Context: an optimization exercise on an open-source flow, tuned for small area and a short achievable clock period. The choices shown serve that exercise and are no tape-out recipe.
Where RTL was checked, it was by simulation tests only, not by an equivalence proof against the original.
No driver is modelled on the clock port, so clocking that relies on it looks cheaper here than on a real chip.

== build 57 ==
==> flow/design.v (excerpt) <==
module tomasulo_core (
	input  logic                   clk,
	input  logic                   rst_n,
	input  logic                   inst_valid,    
	input  logic [32-1:0]       inst,
	output logic                   issue_full,    
	output logic                   busy,
	output logic                   cdb_valid,
	output logic [3-1:0]      cdb_tag,
	output logic [32-1:0]       cdb_value,
	input  logic [5-1:0] reg_rd_addr,
	output logic [32-1:0]       reg_rd_data
);
	logic        d_alu, d_mul, d_imm;
	logic [2:0]  d_op;
	logic [2:0]  a_tag, b_tag;
	logic [31:0] a_val, b_val;
	logic        issue, alu_issue, mul_issue;
	logic [2:0]  rename_tag;
	inst_decode u_dec (
		.inst(inst), .is_alu(d_alu), .is_mul(d_mul), .use_imm(d_imm), .op(d_op)
	);
	logic [1:0]  a_busy, a_disp, m_busy, m_disp;
	logic [2:0]  a_op  [0:1];
	logic [2:0]  a_at  [0:1];
	logic [2:0]  a_bt  [0:1];
	logic [31:0] a_av  [0:1];
	logic [31:0] a_bv  [0:1];
	logic [2:0]  m_at  [0:1];
	logic [2:0]  m_bt  [0:1];
	logic [31:0] m_av  [0:1];
	logic [31:0] m_bv  [0:1];
	logic a_free, m_free;           
	assign a_free = a_busy[0];
	assign m_free = m_busy[0];
	assign issue_full = (d_alu & (&a_busy)) | (d_mul & (&m_busy));
	assign issue      = inst_valid & ~issue_full & (d_alu | d_mul);
	assign alu_issue  = issue & d_alu;
	assign mul_issue  = issue & d_mul;
	assign rename_tag = d_mul ? {m_free, ~m_free, ~m_free} : {1'b0, a_free, ~a_free};
	tag_regfile u_rf (
		.clk(clk), .rst_n(rst_n), .rs1(inst[19:15]), .rs2(inst[24:20]),
		.imm_sel(d_imm), .imm({{20{inst[31]}}, inst[31:20]}),
		.a_tag(a_tag), .a_val(a_val), .b_tag(b_tag), .b_val(b_val),
		.rename(issue), .rd(inst[11:7]), .rename_tag(rename_tag),
		.cdb_valid(cdb_valid), .cdb_tag(cdb_tag), .cdb_value(cdb_value),
		.rd_addr(reg_rd_addr), .rd_data(reg_rd_data)
	);
	assign busy = (|a_busy) | (|m_busy);
	logic [1:0] a_rdy, m_rdy;
	logic       a_req, m_req, a_didx, m_didx;
	logic       res_valid, res_idx, alu_grant;
	logic [2:0] mv;
	logic       mi [1:3];
	always_comb begin
		for (int s = 0; s < 2; s++) begin
			a_rdy[s] = a_busy[s] & ~a_disp[s] & (a_at[s] == 3'd0) & (a_bt[s] == 3'd0);
  ...
Settings: LEC_CHECK=0, CAP_MARGIN=20, CELL_PAD_IN_SITES_DETAIL_PLACEMENT=1, CELL_PAD_IN_SITES_GLOBAL_PLACEMENT=2, CORE_MARGIN=2, CORE_UTILIZATION=45, CTS_CLUSTER_DIAMETER=140, CTS_CLUSTER_SIZE=24, PLACE_DENSITY=0.58, SETUP_SLACK_MARGIN=4.85, SLEW_MARGIN=20, SYNTH_HIERARCHICAL=1; clock period 11.0 ns.
standard.sh (not shown) runs the stock make flow with config.mk's settings and CLKGATE_MAP_FILE= SYNTH_SCRIPT=/design/flow/synth_recipe.tcl, a recipe that flattens the netlist after the stock synthesis.
==> flow/flow/run.sh <==
#!/bin/bash
# Own layout flow: the standard layout (standard.sh) with three changes:
#  - the port buffers are buf_2 cells instead of the default delay-buffer cells,
#  - clock tree synthesis inserts no dummy loads,
#  - after clock tree synthesis, cells whose paths keep at least DS_MARGIN ns of slack
#    are swapped for smaller cells of the same function (flow/downsize.tcl).
# Each step's output goes to a log file of its own in the work folder.
set -euo pipefail
X=(
	"BUFFER_PORTS_ARGS=-buffer_cell sky130_fd_sc_hd__buf_2"
	"CTS_ARGS=-sink_clustering_enable -repair_clock_nets -sink_clustering_size 24 -sink_clustering_max_diameter 140 -dont_use_dummy_load"
)
bash standard.sh "${X[@]}" cts > make_to_cts.log 2>&1
RESULTS=orfs/results/${FLOW_PLATFORM}/tomasulo_core/base DS_MARGIN=4.95 \
	openroad -no_init -exit flow/downsize.tcl > downsize.log 2>&1
bash standard.sh "${X[@]}" finish > make_finish.log 2>&1
Other scripts of this flow, unchanged in this note and not shown: flow/flow/downsize.tcl
diff inputs: build 57 => build 36
--- a/flow/design.v
+++ b/flow/design.v
@@ -324,18 +324,36 @@
 	output logic [31:0] q
 );
 	genvar i;
 	generate
 		for (i = 0; i < 32; i++) begin : g
 			st_bit u (.clk(clk), .issue(issue), .x(x[i]), .cap(cap), .c(c[i]), .hold(hold), .q(q[i]));
 		end
 	endgenerate
 endmodule
+module st_field #(
+	parameter int W = 3
+) (
+	input  logic         clk,
+	input  logic         issue,
+	input  logic [W-1:0] x,
+	input  logic         hold,
+	output logic [W-1:0] q
+);
+	logic [W-1:0] d;
+	genvar i;
+	generate
+		for (i = 0; i < W; i++) begin : g
+			c_a22o u (.a1(issue), .a2(x[i]), .b1(hold), .b2(q[i]), .y(d[i]));
+		end
+	endgenerate
+	always_ff @(posedge clk) q <= d;
+endmodule
 `timescale 1ns/1ps
 module alu_unit (
 	input  logic [2:0]  nop,
 	input  logic [31:0] na,
 	input  logic [31:0] nb,
 	output logic [31:0] y
 );
 	logic sub, sel_sum, sel_g, sel_p;
 	assign sub     = ~nop[0] & nop[2];            
@@ -3303,18 +3321,21 @@
 module c_oai21 (input logic a1, input logic a2, input logic b1, output logic y);
 	assign y = ~((a1 | a2) & b1);
 endmodule
 module c_nor3 (input logic a, input logic b, input logic c, output logic y);
 	assign y = ~(a | b | c);
 endmodule
 module c_a32oi (input logic a1, input logic a2, input logic a3, input logic b1, input logic b2, output logic y);
 	assign y = ~((a1 & a2 & a3) | (b1 & b2));
 endmodule
+module c_a22o (input logic a1, input logic a2, input logic b1, input logic b2, output logic y);
+	assign y = (a1 & a2) | (b1 & b2);
+endmodule
 `timescale 1ns/1ps
 module tomasulo_core (
 	input  logic                   clk,
 	input  logic                   rst_n,
 	input  logic                   inst_valid,    
 	input  logic [32-1:0]       inst,
 	output logic                   issue_full,    
 	output logic                   busy,
 	output logic                   cdb_valid,
@@ -3405,37 +3426,26 @@
 		for (int s = 0; s < 2; s++) begin
 			a_iss[s]  = alu_issue & (a_free == s[0]);
 			m_iss[s]  = mul_issue & (m_free == s[0]);
 			a_capa[s] = ~a_iss[s] & cdb_valid & (a_at[s] == cdb_tag);
 			a_capb[s] = ~a_iss[s] & cdb_valid & (a_bt[s] == cdb_tag);
 			m_capa[s] = ~m_iss[s] & cdb_valid & (m_at[s] == cdb_tag);
 			m_capb[s] = ~m_iss[s] & cdb_valid & (m_bt[s] == cdb_tag);
 		end
 	end
-	always_ff @(posedge clk) begin
-		for (int s = 0; s < 2; s++) begin
-			if (a_iss[s]) begin
-				a_op[s] <= d_op; a_at[s] <= a_tag; a_bt[s] <= b_tag;
-			end else begin
-				if (a_capa[s]) a_at[s] <= '0;
-				if (a_capb[s]) a_bt[s] <= '0;
-			end
-			if (m_iss[s]) begin
-				m_at[s] <= a_tag; m_bt[s] <= b_tag;
-			end else begin
-				if (m_capa[s]) m_at[s] <= '0;
-				if (m_capb[s]) m_bt[s] <= '0;
-			end
-		end
-	end
 	genvar gs;
 	generate
 		for (gs = 0; gs < 2; gs++) begin : g_st
+			st_field #(.W(3)) u_aop (.clk(clk), .issue(a_iss[gs]), .x(d_op), .hold(~a_iss[gs]), .q(a_op[gs]));
+			st_field #(.W(3)) u_aat (.clk(clk), .issue(a_iss[gs]), .x(a_tag), .hold(~a_iss[gs] & ~a_capa[gs]), .q(a_at[gs]));
+			st_field #(.W(3)) u_abt (.clk(clk), .issue(a_iss[gs]), .x(b_tag), .hold(~a_iss[gs] & ~a_capb[gs]), .q(a_bt[gs]));
+			st_field #(.W(3)) u_mat (.clk(clk), .issue(m_iss[gs]), .x(a_tag), .hold(~m_iss[gs] & ~m_capa[gs]), .q(m_at[gs]));
+			st_field #(.W(3)) u_mbt (.clk(clk), .issue(m_iss[gs]), .x(b_tag), .hold(~m_iss[gs] & ~m_capb[gs]), .q(m_bt[gs]));
 			st_word u_aav (.clk(clk), .issue(a_iss[gs]), .x(a_val), .cap(a_capa[gs]), .c(cdb_value),
 			               .hold(~a_iss[gs] & ~a_capa[gs]), .q(a_av[gs]));
 			st_word u_abv (.clk(clk), .issue(a_iss[gs]), .x(b_val), .cap(a_capb[gs]), .c(cdb_value),
 			               .hold(~a_iss[gs] & ~a_capb[gs]), .q(a_bv[gs]));
 			st_word u_mav (.clk(clk), .issue(m_iss[gs]), .x(a_val), .cap(m_capa[gs]), .c(cdb_value),
 			               .hold(~m_iss[gs] & ~m_capa[gs]), .q(m_av[gs]));
 			st_word u_mbv (.clk(clk), .issue(m_iss[gs]), .x(b_val), .cap(m_capb[gs]), .c(cdb_value),
 			               .hold(~m_iss[gs] & ~m_capb[gs]), .q(m_bv[gs]));
 		end
Findings:
Build 36 | status: complete | timing, DRC, antenna: pass. Between build 36 and build 57, the area added between synthesis and finish is lower for build 36. Per the comparison of build 36 with build 57, vertical die dimension stayed essentially flat, share of layout cells above drive strength 1 fell by 0.29 points, post-route fraction of the period consumed by the critical path fell by 0.97 points, fraction of the core area covered by cells at the end of the flow fell by 0.31 points. Buffers inserted during post-CTS setup optimization shrinks by more than 10% when moving from build 57 to build 36. Changes observed in build 36 relative to build 57: number of antenna violations at the first check in global routing went up, cell count now sits at about the same level, detailed router's first-iteration violation count moved up, placed cell count essentially unchanged. Of build 36 and build 57, it is build 36 that has the lower wire length.
The RTL of build 36 was laid out without a check of its function.

what the ideal ports hide:
The results above use ideal ports. As a check the final layouts listed here were re-extracted and re-timed, cells and wires unchanged. Step 1 assumes that a clkbuf_16 drives the clock port and a buf_2 every other input. Step 2 also shifts input and output timing later by t, the mid clock arrival at the registers, as if the neighbouring blocks saw the same clock. Three values: ideal ports, drivers, drivers and shift; two values: the first two.
| run | t (ns) | slack for setup (ns) | worst setup path after step 2 |
|---|---|---|---|
| build 57 | 0.783 | 4.604 / 4.541 / 4.368 | input to register |
| build 36 | 0.788 | 4.711 / 4.562 / 4.167 | input to register |
After both steps setup and hold are still met in every run listed. The setup slack of build 36, which loses most, moves by -0.149 ns with the drivers and by -0.544 ns with both steps.
